This design comes from an exercise in tuning for small area, a short achievable clock period and few clock cycles on the open sky130 flow, not from production work.
Function was not checked in any run shown here: the RTL went through the layout flow alone.

==> flow/design.v (outline; a module is shown in full before it is edited, if it fits) <==
// module complex_unit: 191 lines
// module mul_step: 909 lines
module complex_unit (
    input  logic          cpu_clk_i,
    input  logic          rst_i,
    input  logic          flush_i,
    input  logic          cu_valid_i,
    input  logic [2:0]    cu_opcode_i,
    input  logic [31:0]   cu_operand1_i,
    input  logic [31:0]   cu_operand2_i,
    output logic          busy_o,
    output logic [31:0]   result_o,
    output logic          wb_valid_o
);
  // ...
==> flow/run.sh <==
#!/bin/bash
# synth_recipe.tcl (not shown) runs the flow's synth.tcl, then flattens the netlist and writes it again
# the make line also repeats each setting of config.mk as NAME=value (left out here)
make -C /OpenROAD-flow-scripts/flow DESIGN_CONFIG=/design/flow/config.mk WORK_HOME=/design/flow/orfs CLKGATE_MAP_FILE= SYNTH_SCRIPT=/design/flow/synth_recipe.tcl finish
==> flow/config.mk <==
export PLATFORM = sky130hd
export DESIGN_NAME = complex_unit
export DESIGN_NICKNAME = complex_unit
export VERILOG_FILES = /design/flow/design.v
export SDC_FILE = /design/flow/constraint.sdc
export NUM_CORES = 4
export LEC_CHECK = 0
export CAP_MARGIN = 20
export CORE_MARGIN = 2
export CORE_UTILIZATION = 40
export SETUP_SLACK_MARGIN = 4
export SLEW_MARGIN = 20
==> flow/constraint.sdc <==
create_clock -name core_clock -period 10.0 [get_ports {cpu_clk_i}]
set_input_delay 2.0000 -clock core_clock [delete_from_list [all_inputs] [get_ports {cpu_clk_i}]]
set_output_delay 2.0000 -clock core_clock [all_outputs]
set_load 0.01 [all_outputs]
==> run_results.csv, run 1 <==
group,metric,value,unit
cts,htree_levels,3,
timing,maxSlewHeadroom,27.1,%
final_layout,sh_seq_area,10.6,%
critical_path,rrSetupSlack,3660,ps
critical_path,cp.arrival,6460,ps
final_layout,num-multi-input-gates,2632,
status,status,"complete, no violations",
final_layout,biggestRegsByFlops,"r_p (33), r_x (33), r_q (32)",
min_path,hold_start,"r_cnt[3]",
place,dp_hpwl,81.4,mm
timing,finalMaxSlewViolations,0,
timing,hold_viol_final,0,
critical_path,cp-startpoint,"r_x[5]",
detailed_routing,wl_met3,11.6,mm
floorplanning,start_util,40.4,%
critical_path,path_class,"reg2reg",
critical_path,cp-end-kind,"register",
cts,path_clk_slew,100,ps
detailed_routing,post_drt_wl_per_cell,25.0,um
floorplanning,num_rows,94,
critical_path,crit_end,"r_p[11]",
logic_synthesis,avgSynthCellArea,7.83,sq um
global_routing,grt_max_degree,73,
floorplanning,nWellTaps,864,
final_layout,fin_cells,4342,
logic_synthesis,synth-adder-area-share,26.1,%
final_layout,multi_input_area_share,70.8,%
detailed_routing,post-route-drc-count,0,
critical_path,path_max_fanout,5,
global_routing,antenna_found_initial,1,
place,place.gp.congestion,1.01,
logic_synthesis,synth_edf_count,102,
critical_path,crit_top_cell,"buf_6",
final_layout,nNonClkInverters,419,
final_layout,top_area_cell_class,"multi-input combinational cells",
detailed_routing,totalWireLength,108,mm
==> run 2, diff against run 1 <==
--- a/flow/config.mk
+++ b/flow/config.mk
@@ -7,6 +7,6 @@
 export LEC_CHECK = 0
 export CAP_MARGIN = 20
 export CORE_MARGIN = 2
-export CORE_UTILIZATION = 40
+export CORE_UTILIZATION = 30
 export SETUP_SLACK_MARGIN = 4
 export SLEW_MARGIN = 20
==> run_results.csv, run 2 <==
group,metric,value,unit
status,status,"complete, no violations",
critical_path,cp.arrival,6440,ps
logic_synthesis,yosysWarnings,1,
final_layout,mostFrequentLayoutCells,"inv_1, nand2_1, nor2_1, a21oi_1, fa_1",
final_layout,post-route-util,35.5,%
logic_synthesis,syn-num-nets,3858,
place,dpl.cell_count,4467,
timing,finalSetupTns,0,ps
floorplanning,ios,105,
final_layout,fin_area,0.0310,sq mm
critical_path,cp-end-kind,"register",
critical_path,worstPathRequired,10120,ps
place,dp_hpwl,82.7,mm
place,place.gp.congestion,0.999,
global_routing,antenna_found_initial,3,
final_layout,final_common_cell,"inv_1",
timing,fin_ws,3670,ps
timing,max_freq,0.158,GHz
critical_path,worstReg2RegStart,"r_p[7]",
detailed_routing,post-route-drc-count,0,
job,cap_violations,0,
floorplanning,core_area,0.0872,sq mm
logic_synthesis,synth.distinct_cells,99,
logic_synthesis,synth_most_common_cell,"inv_1",
floorplanning,fp.dieH,301,um
floorplanning,die_area,0.0907,sq mm
timing,hold_ws,488,ps
final_layout,final_nets,3946,
global_routing,grt_overflow_total,0,
logic_synthesis,synthTopCellsByCount,"inv_1, nand2_1, nor2_1",
logic_synthesis,synth-seq-cells,110,
cts,clockBufferDepth,2,
final_layout,fin_cells,4632,
logic_synthesis,ys_top_cells_by_area,"fa_1, edfxtp_1, ha_1, inv_1, a21oi_1",
timing,finalMaxSlewViolations,0,
critical_path,startpoint_type,"register",
cts,ctsHoldBuffers,0,
min_path,hold_start,"r_cnt[3]",
cts,cts_root_buf,"clkbuf_16",
detailed_routing,totalWireLength,109,mm
global_routing,grt_pass1_vias,25014,
timing,period_share,63.3,%
floorplanning,die_w,301,um
logic_synthesis,synth_edf_count,102,
floorplanning,num_rows,108,
timing,tightest_slew,1100,ps
timing,maxSlewHeadroom,25.9,%
final_layout,antenna_cells,0,
logic_synthesis,async_reset_ff_share,0,%
detailed_routing,via_count,26588,
critical_path,cp-startpoint,"r_p[7]",
final_layout,biggestRegsByFlops,"r_p (33), r_x (33), r_q (32)",
global_routing,grt_max_degree,74,
cts,numCtsBuffers,9,
logic_synthesis,synth.yosys.seq_area_share,12.2,%
place,placed_area,0.0285,sq mm
logic_synthesis,yosys.area.top_type_share,19.0,%
global_routing,grt_pass1_wl,161,mm
place,io_buffer_count,104,
detailed_routing,via_per_inst,5.74,
cts,htree_levels,3,
final_layout,syn2layout_area_growth,16.8,%
logic_synthesis,synth-main-ff-cell,"edfxtp_1",
logic_synthesis,avgSynthCellArea,7.83,sq um
timing,setup_viol,0,
logic_synthesis,yosysTopAreaCell,"fa_1",
detailed_routing,post_drt_wl_per_cell,23.5,um
place,pre_cts_ws,1840,ps
critical_path,path_class,"reg2reg",
timing,finalClockSkew,10.8,ps
logic_synthesis,synth_cells,3384,
floorplanning,start_util,30.4,%
timing,rsz0062_at_grt,"yes",
min_path,hp-class,"reg2reg",
detailed_routing,dr.pass1.iters,6,
cts,clock-sinks,110,
timing,min_period,6330,ps
cts,path_clk_slew,90,ps
cts,clk_latency,400,ps
logic_synthesis,synth_area,0.0265,sq mm
timing,hold_viol_final,0,
detailed_routing,ant_nets,0,
detailed_routing,drt_iter0_markers,2834,
global_routing,track_usage,23.4,%
final_layout,drive_gt1_share,12.8,%
cts,cts_tree,"yes",
critical_path,path_max_fanout,7,
[run 2: cell counts after synthesis]
No cell type changed its count.
[run 2: metal layers]
metal	vias up	GRT usage, %	routed length [um]
met4	4	12.6	6660
li1	11882	-	-
met2	1391	35.8	47000
met3	243	3.94	10800
met1	13068	31.6	44600
met5	-	0	26
[run 2: critical path, stage by stage, from the launching register on]
cell	delay, ps
edfxtp_1	490
ha_4	320
inv_2	40
a2111oi_4	320
o21ai_2	110
a22oi_2	320
a21oi_2	140
o41ai_4	250
buf_4	190
buf_12	130
buf_12	120
mux2_4	320
ha_4	210
nor2b_4	120
o211ai_1	270
nand3_1	180
a21o_4	270
o211a_4	270
o31ai_4	230
o2111ai_2	160
a21o_1	180
a21o_1	180
fa_4	570
buf_6	170
buf_12	150
mux2i_2	170
o221ai_1	140
[run 2: what timing repair did]
action                     in CTS  in global routing
buffers inserted               94                 50
resized for setup             192                 67
gates cloned                    3                  2
setup endpoints to repair      98                 88
pin swaps                      56                 33
[run 2: final timing paths]
kind	depth (start not counted)	slack, ps	end
max	26	3670	r_p[7]
min	2	490	r_cnt[3]
max reg2reg	26	3670	r_p[7]
min reg2reg	2	490	r_cnt[3]
[run 2: kinds of logic (layout without fill, tap and decap cells)]
group / after synthesis / count (layout) / share of synthesized area [%]
AO/OA/AOI/OAI: 880 / 880 / 21.5
XOR/XNOR: 163 / 163 / 5.39
adder cells (fa/ha/maj): 403 / 403 / 26.1
buffers and inverters: 644 / 736 / 9.48
flip-flops: 110 / 110 / 12.2
multiplexers: 168 / 168 / 6.97
AND/OR/NAND/NOR: 1016 / 1017 / 18.3
[run 2: final cells by class]
type / count / area [sq um]
sequential: 110 / 3220
multi-input combinational: 2631 / 21600
timing repair buffer: 301 / 2770
clock inverter: 7 / 86.3
inverter: 419 / 1590
fill: 9143 / 56200
tap: 1155 / 1450
clock buffer: 9 / 225
==> run 3, diff against run 2 <==
--- a/flow/config.mk
+++ b/flow/config.mk
@@ -7,6 +7,6 @@
 export LEC_CHECK = 0
 export CAP_MARGIN = 20
 export CORE_MARGIN = 2
-export CORE_UTILIZATION = 30
-export SETUP_SLACK_MARGIN = 4
+export CORE_UTILIZATION = 40
+export SETUP_SLACK_MARGIN = 3.5
 export SLEW_MARGIN = 20
==> run_results.csv, run 3 <==
group,metric,value,unit
timing,period_share,64.2,%
timing,max_freq,0.156,GHz
logic_synthesis,yosysTopAreaCell,"fa_1",
critical_path,startpoint_type,"register",
global_routing,grt_max_degree,74,
logic_synthesis,synth-seq-cells,110,
final_layout,fin_area,0.0295,sq mm
floorplanning,die_area,0.0683,sq mm
floorplanning,start_util,40.4,%
place,io_buffer_count,104,
final_layout,fillers,6656,
final_layout,final_common_cell,"inv_1",
final_layout,syn2layout_area_growth,11.3,%
cts,clockBufferDepth,2,
job,cap_violations,0,
global_routing,antenna_found_initial,7,
timing,maxSlewHeadroom,21.3,%
logic_synthesis,ys_top_cells_by_area,"fa_1, edfxtp_1, ha_1, inv_1, a21oi_1",
logic_synthesis,synth.distinct_cells,99,
floorplanning,num_rows,94,
logic_synthesis,synth_area,0.0265,sq mm
cts,path_clk_slew,100,ps
cts,numCtsBuffers,9,
cts,cts_root_buf,"clkbuf_16",
timing,setup_viol,0,
timing,finalSetupTns,0,ps
critical_path,worstPathRequired,10120,ps
place,placed_area,0.0282,sq mm
logic_synthesis,synth_cells,3384,
global_routing,grt_overflow_total,0,
critical_path,slowest_stage,"o311ai_0",
floorplanning,core_area,0.0656,sq mm
logic_synthesis,syn-num-nets,3858,
place,dp_hpwl,82.8,mm
timing,hold_viol_final,0,
critical_path,cp.arrival,6540,ps
critical_path,crit_top_cell,"o31ai_1",
place,dpl.cell_count,4191,
final_layout,fin_cells,4288,
timing,tightest_slew,1180,ps
critical_path,max_stage_delay,630,ps
detailed_routing,via_per_inst,6.10,
floorplanning,die_w,261,um
critical_path,worstPathCellList,"buf_4 > o31ai_1 > a211oi_1 > o31ai_1 > a211oi_1 > o31ai_1 > a311oi_1 > o311ai_0 > nand2_1 > fa_1 > nor2b_1 > o21ai_0 > nand2b_1 > xnor2_1 > nand2_1 > nor3_4 > a221oi_2 > a31oi_1",
critical_path,path_max_fanout,22,
cts,ctsHoldBuffers,0,
critical_path,worstReg2RegStart,"r_p[3]",
cts,htree_levels,3,
min_path,hp-class,"reg2reg",
timing,finalClockSkew,18.4,ps
final_layout,mostFrequentLayoutCells,"inv_1, nand2_1, nor2_1, a21oi_1, fa_1",
status,status,"complete, no violations",
detailed_routing,post-route-drc-count,0,
logic_synthesis,async_reset_ff_share,0,%
global_routing,track_usage,31.0,%
logic_synthesis,avgSynthCellArea,7.83,sq um
final_layout,multi_input_area,0.0211,sq mm
min_path,hold_start,"r_cnt[3]",
global_routing,grt_pass1_vias,24665,
detailed_routing,ant_nets,0,
timing,rsz0062_at_grt,"yes",
logic_synthesis,synth_edf_count,102,
cts,cts_tree,"yes",
logic_synthesis,synth_most_common_cell,"inv_1",
critical_path,cp.buffers_inverters,1,
detailed_routing,totalWireLength,107,mm
global_routing,grt_pass1_wl,159,mm
final_layout,drive_gt1_share,8.94,%
floorplanning,ios,105,
cts,clk_latency,400,ps
logic_synthesis,synthTopCellsByCount,"inv_1, nand2_1, nor2_1",
critical_path,crit_family,"compound AO/OA/AOI/OAI gates",
critical_path,cp-startpoint,"r_p[3]",
critical_path,cp-end-kind,"register",
floorplanning,fp.dieH,261,um
logic_synthesis,synth-main-ff-cell,"edfxtp_1",
timing,min_period,6420,ps
final_layout,final_nets,3891,
final_layout,regArea,0.00322,sq mm
detailed_routing,drt_iter0_markers,3067,
detailed_routing,dr.pass1.iters,6,
logic_synthesis,synth.yosys.seq_area_share,12.2,%
timing,finalMaxSlewViolations,0,
cts,clock-sinks,110,
logic_synthesis,yosysWarnings,1,
place,place.gp.congestion,1.00,
detailed_routing,post_drt_wl_per_cell,25.0,um
critical_path,path_class,"reg2reg",
detailed_routing,via_count,26153,
logic_synthesis,yosys.area.top_type_share,19.0,%
final_layout,biggestRegsByFlops,"r_p (33), r_x (33), r_q (32)",
[run 3: changes by cell type in the layout (fill, tap and decap cells not counted), moves of 12 or more]
cell / before / now
o21ai_0: 99 / 121
buf_4: 174 / 133
ha_4: 15 / 2
o21ai_2: 17 / 4
inv_1: 394 / 406
ha_1: 136 / 149
[run 3: area by class of cell]
class | count | area share [%]
Multi-Input combinational cell | 2631 | 71.6
Inverter | 419 | 5.33
Timing Repair Buffer | 246 | 7.36
Clock buffer | 9 | 0.764
Sequential cell | 110 | 10.9
Tap cell | 864 | 3.67
Clock inverter | 7 | 0.344
Antenna cell | 2 | 0.0170
[run 3: routing by layer]
layer / up-vias / part of all wire, % / GRT usage, %
met4: 12 / 6.0 / 15.1
li1: 11777 / - / -
met2: 1395 / 42 / 45.9
met5: - / 0.082 / 0
met3: 298 / 11 / 7.13
met1: 12671 / 41 / 42.4
[run 3: per-stage QoR]
stage / util [%] / hold WS [ps] / setup slack, ps
2_1_floorplan: - / 444 / 3520
3_3_place_gp: 43.0 / 468 / 1930
3_5_place_dp: 43.0 / 478 / 1830
4_1_cts: 44.3 / 493 / 3510
5_1_grt: 44.9 / 506 / 3440
6_report: 44.9 / 491 / 3580
[run 3: path summary, 6_finish.rpt]
| path | slack, ps | cells after the start | end |
|---|---|---|---|
| worst max-delay path | 3580 | 18 | r_x[5] |
| worst min-delay path | 490 | 2 | r_cnt[3] |
| worst max register to register | 3580 | 18 | r_x[5] |
| worst min register to register | 490 | 2 | r_cnt[3] |
[run 3: cells by family after synthesis]
logic type / count (synthesis) / synth area share, %
and+or+nand+nor: 1016 / 18.3
AOI/OAI and AO/OA: 880 / 21.5
buffers and inverters: 644 / 9.48
adders and majority gates: 403 / 26.1
muxes: 168 / 6.97
xor gates and xnor gates: 163 / 5.39
DFF: 110 / 12.2
[run 3: tightest hold or removal path, cell delays in order (launching register included)]
cell	delay [ps]
dfxtp_1	340
nand2_1	60
a21oi_1	50
[run 3: repair_timing]
item,4_1_cts,5_1_grt
buffers inserted,49,29
gates cloned,0,1
setup endpoints to repair,40,46
gates resized for setup,37,50
pin swaps,9,16
endpoints found under the hold margin,0,0

-- separate check: timing with driven ports --
The flow's constraints put no driver on any port. The routed layouts listed below were extracted and timed again, unchanged, in two steps.
Step 1 assumes that a clkbuf_16 drives the clock port and a buf_2 every other input.
Step 2 adds t to the input delays and takes it off the output delays; t is the mean of the earliest and latest rising clock arrival at the registers after step 1. Input paths then give back, and output paths get back, about the clock's delay inside the block.
a / b / c = ideal ports / drivers / drivers and shift; a / b = the first two.
run | t, ns | setup slack, ns | worst setup path after step 2 | slew at the worst register clock pin (ns)
run 1 | 0.453 | 3.655 / 3.655 / 3.541 | input to register | 0.10 / 0.10
run 2 | 0.442 | 3.674 / 3.674 / 3.438 | input to register | 0.09 / 0.09
run 3 | 0.446 | 3.583 / 3.583 / 3.191 | input to register | 0.10 / 0.10
After both steps setup and hold are still met in every run listed. For run 3, which loses most, drivers alone change the setup slack by 0.000 ns; drivers and shift together by -0.392 ns.
